This is an optimization exercise on Yosys and OpenROAD, whose aim is small area and a short achievable clock period, not a production implementation. Only simulation tests tie the RTL to the original design; equivalence was not proved.

garnet:
==> flow/design.v (excerpt) <==
module mode_switch_pipe #(
    parameter int WIDTH    = 12,
    parameter int LANES    = 4,
    parameter int Q        = 3329,
    parameter int MULT_LAT = 3
) (
    input  logic                   clk,
    input  logic                   rst_n,
    input  logic                   in_valid,
    output logic                   in_ready,
    input  logic [LANES*WIDTH-1:0] in_data,
    input  logic [LANES*WIDTH-1:0] in_tw,
    input  logic                   bf_valid,
    input  logic [LANES*WIDTH-1:0] bf_data,
    input  logic [LANES*WIDTH-1:0] bf_tw,
    output logic                   fwd_valid,
    output logic [LANES*WIDTH-1:0] fwd_data,
    output logic                   ret_valid,
    output logic [LANES*WIDTH-1:0] ret_data,
    input  logic                   mode_req,
    input  logic                   mode_in,
    output logic                   mode,
    output logic                   mode_ack
);
    localparam int DW = LANES * WIDTH;
    logic [2:0] fwd_vld;
    logic [2:0] ret_vld;
    logic       mode_r;
    logic       pending;
    logic       pending_mode;
    logic       ack_r;
    logic [DW-1:0]       mul_a0, mul_b0, byp0, byp1, fwd2, ret2, res;
    logic [LANES*24-1:0] prod, prod1;
  ...
For scale: roughly 390 flip-flops, about 300 I/O pins, ~39,000 um^2 of cells after synthesis.
Settings: LEC_CHECK=0, CAP_MARGIN=20, CORE_MARGIN=2, CORE_UTILIZATION=65, CTS_BUF_LIST=sky130_fd_sc_hd__clkbuf_4, SLEW_MARGIN=20; clock period 25.0 ns.
run.sh (not shown) runs the stock make flow with config.mk's settings and CLKGATE_MAP_FILE= SYNTH_SCRIPT=/design/flow/synth_recipe.tcl, a recipe that flattens the netlist after the stock synthesis.
Input changes introduced in onyx (baseline for comparison: garnet):
==> flow/flow/run.sh (new file) <==
#!/bin/bash
# Standard ORFS layout (the standard.sh, standard synthesis), with small port buffers.
set -euo pipefail
export BUFFER_PORTS_ARGS="-buffer_cell sky130_fd_sc_hd__buf_1"
# optimise setup timing well beyond the 25 ns clock (target about 6.5 ns)
export SETUP_SLACK_MARGIN=18.5
bash standard.sh > flow_standard.log 2>&1
==> flow/standard.sh (new file) <==
#!/bin/bash
# synth_recipe.tcl (not shown) runs the flow's synth.tcl, then flattens the netlist and writes it again
# the make line also repeats each setting of config.mk as NAME=value (left out here)
make -C /OpenROAD-flow-scripts/flow DESIGN_CONFIG=/design/flow/config.mk WORK_HOME=/design/flow/orfs CLKGATE_MAP_FILE= SYNTH_SCRIPT=/design/flow/synth_recipe.tcl "${@:-finish}"
removed: flow/run.sh
Results
Relative to garnet, final critical delay including setup and external delays has decreased by 0.55 ns in onyx.
Register-to-register slack was lower in the run labelled garnet.
Looking at garnet and onyx, the via count is a wash.
Looking at routed wire length across garnet and onyx, the one that comes out lower is onyx.
As far as placeable core area goes, onyx and garnet are indistinguishable; the numbers are identical.

---

Another version of the RTL of mode_switch_pipe (not shown whole).
Size: ~3,800 cells after synthesis, about 400 flip-flops, about 300 I/O pins, ~0.038 mm2 of cells after synthesis.
Settings: LEC_CHECK=0, CAP_MARGIN=20, CORE_MARGIN=2, CORE_UTILIZATION=65, CTS_CLUSTER_DIAMETER=200, CTS_CLUSTER_SIZE=30, SLEW_MARGIN=20; clock period 25.0 ns.
standard.sh (not shown) runs the stock make flow with config.mk's settings and CLKGATE_MAP_FILE= SYNTH_SCRIPT=/design/flow/synth_recipe.tcl, a recipe that flattens the netlist after the stock synthesis.
==> flow/flow/run.sh <==
#!/bin/bash
# Standard ORFS layout (the standard.sh, standard synthesis) with small port buffers, and
# setup repair aimed well below the 25 ns clock so the resizer works on the real critical paths.
set -euo pipefail
export BUFFER_PORTS_ARGS="-buffer_cell sky130_fd_sc_hd__buf_1"
export SETUP_SLACK_MARGIN=18.8
export CTS_ARGS="-sink_clustering_enable -repair_clock_nets -sink_clustering_size 30 -sink_clustering_max_diameter 200 -dont_use_dummy_load"
bash standard.sh > flow_standard.log 2>&1
==> next run, changes <==
==> flow/flow/run.sh (replaced) <==
#!/bin/bash
# Standard ORFS layout (the standard.sh, standard synthesis) with small port buffers, and
# setup repair aimed well below the 25 ns clock so the resizer works on the real critical paths.
set -euo pipefail
export BUFFER_PORTS_ARGS="-buffer_cell sky130_fd_sc_hd__buf_1"
export SETUP_SLACK_MARGIN=18.3
bash standard.sh > flow_standard.log 2>&1
--- a/flow/config.mk
+++ b/flow/config.mk
@@ -9,5 +9,3 @@
 export CORE_MARGIN = 2
 export CORE_UTILIZATION = 65
-export CTS_CLUSTER_DIAMETER = 200
-export CTS_CLUSTER_SIZE = 30
 export SLEW_MARGIN = 20
Outcome: Via count is about the same; global-route usage is higher by 0.71 points; clock skew is lower by 0.058 ns; utilization goes up by 0.84 points; design area rises by 1.2%.
==> next run, changes <==
--- a/flow/flow/run.sh
+++ b/flow/flow/run.sh
@@ -4,4 +4,4 @@
 set -euo pipefail
 export BUFFER_PORTS_ARGS="-buffer_cell sky130_fd_sc_hd__buf_1"
-export SETUP_SLACK_MARGIN=18.3
+export SETUP_SLACK_MARGIN=18.8
 bash standard.sh > flow_standard.log 2>&1
The changed run finished with timing, DRC and antenna clean; core utilization came out higher by 1.2 points; final cell count came out higher slightly; design area rose slightly; worst hold slack hardly moves; via count came out higher slightly.

## re-timing with driven ports
The results above use ideal ports. As a check the final layouts listed here were re-extracted and re-timed, cells and wires unchanged. Step 1: set_driving_cell puts a clkbuf_16 on clk and a buf_2 on each other input, an assumption about the parent block. Step 2 times the ports against the registers' clock, not the clock port: input delays grow and output delays shrink by t, the midpoint of the rising clock arrivals with the driver on. Slacks: ideal ports / drivers / drivers and shift; pairs: ideal ports / drivers.
run | shift t [ns] | setup WS [ns] | worst setup path at the end
garnet | 0.912 | 17.876 / 17.876 / 17.876 | register to register
onyx | 0.887 | 18.423 / 18.361 / 18.820 | register to register
the first run of note 2 | 0.595 | 18.814 / 18.748 / 18.979 | register to register
the second run of note 2 | 0.643 | 18.556 / 18.556 / 18.556 | register to register
the third run of note 2 | 0.644 | 18.780 / 18.715 / 18.939 | register to register
After both steps every run listed still meets setup and hold.
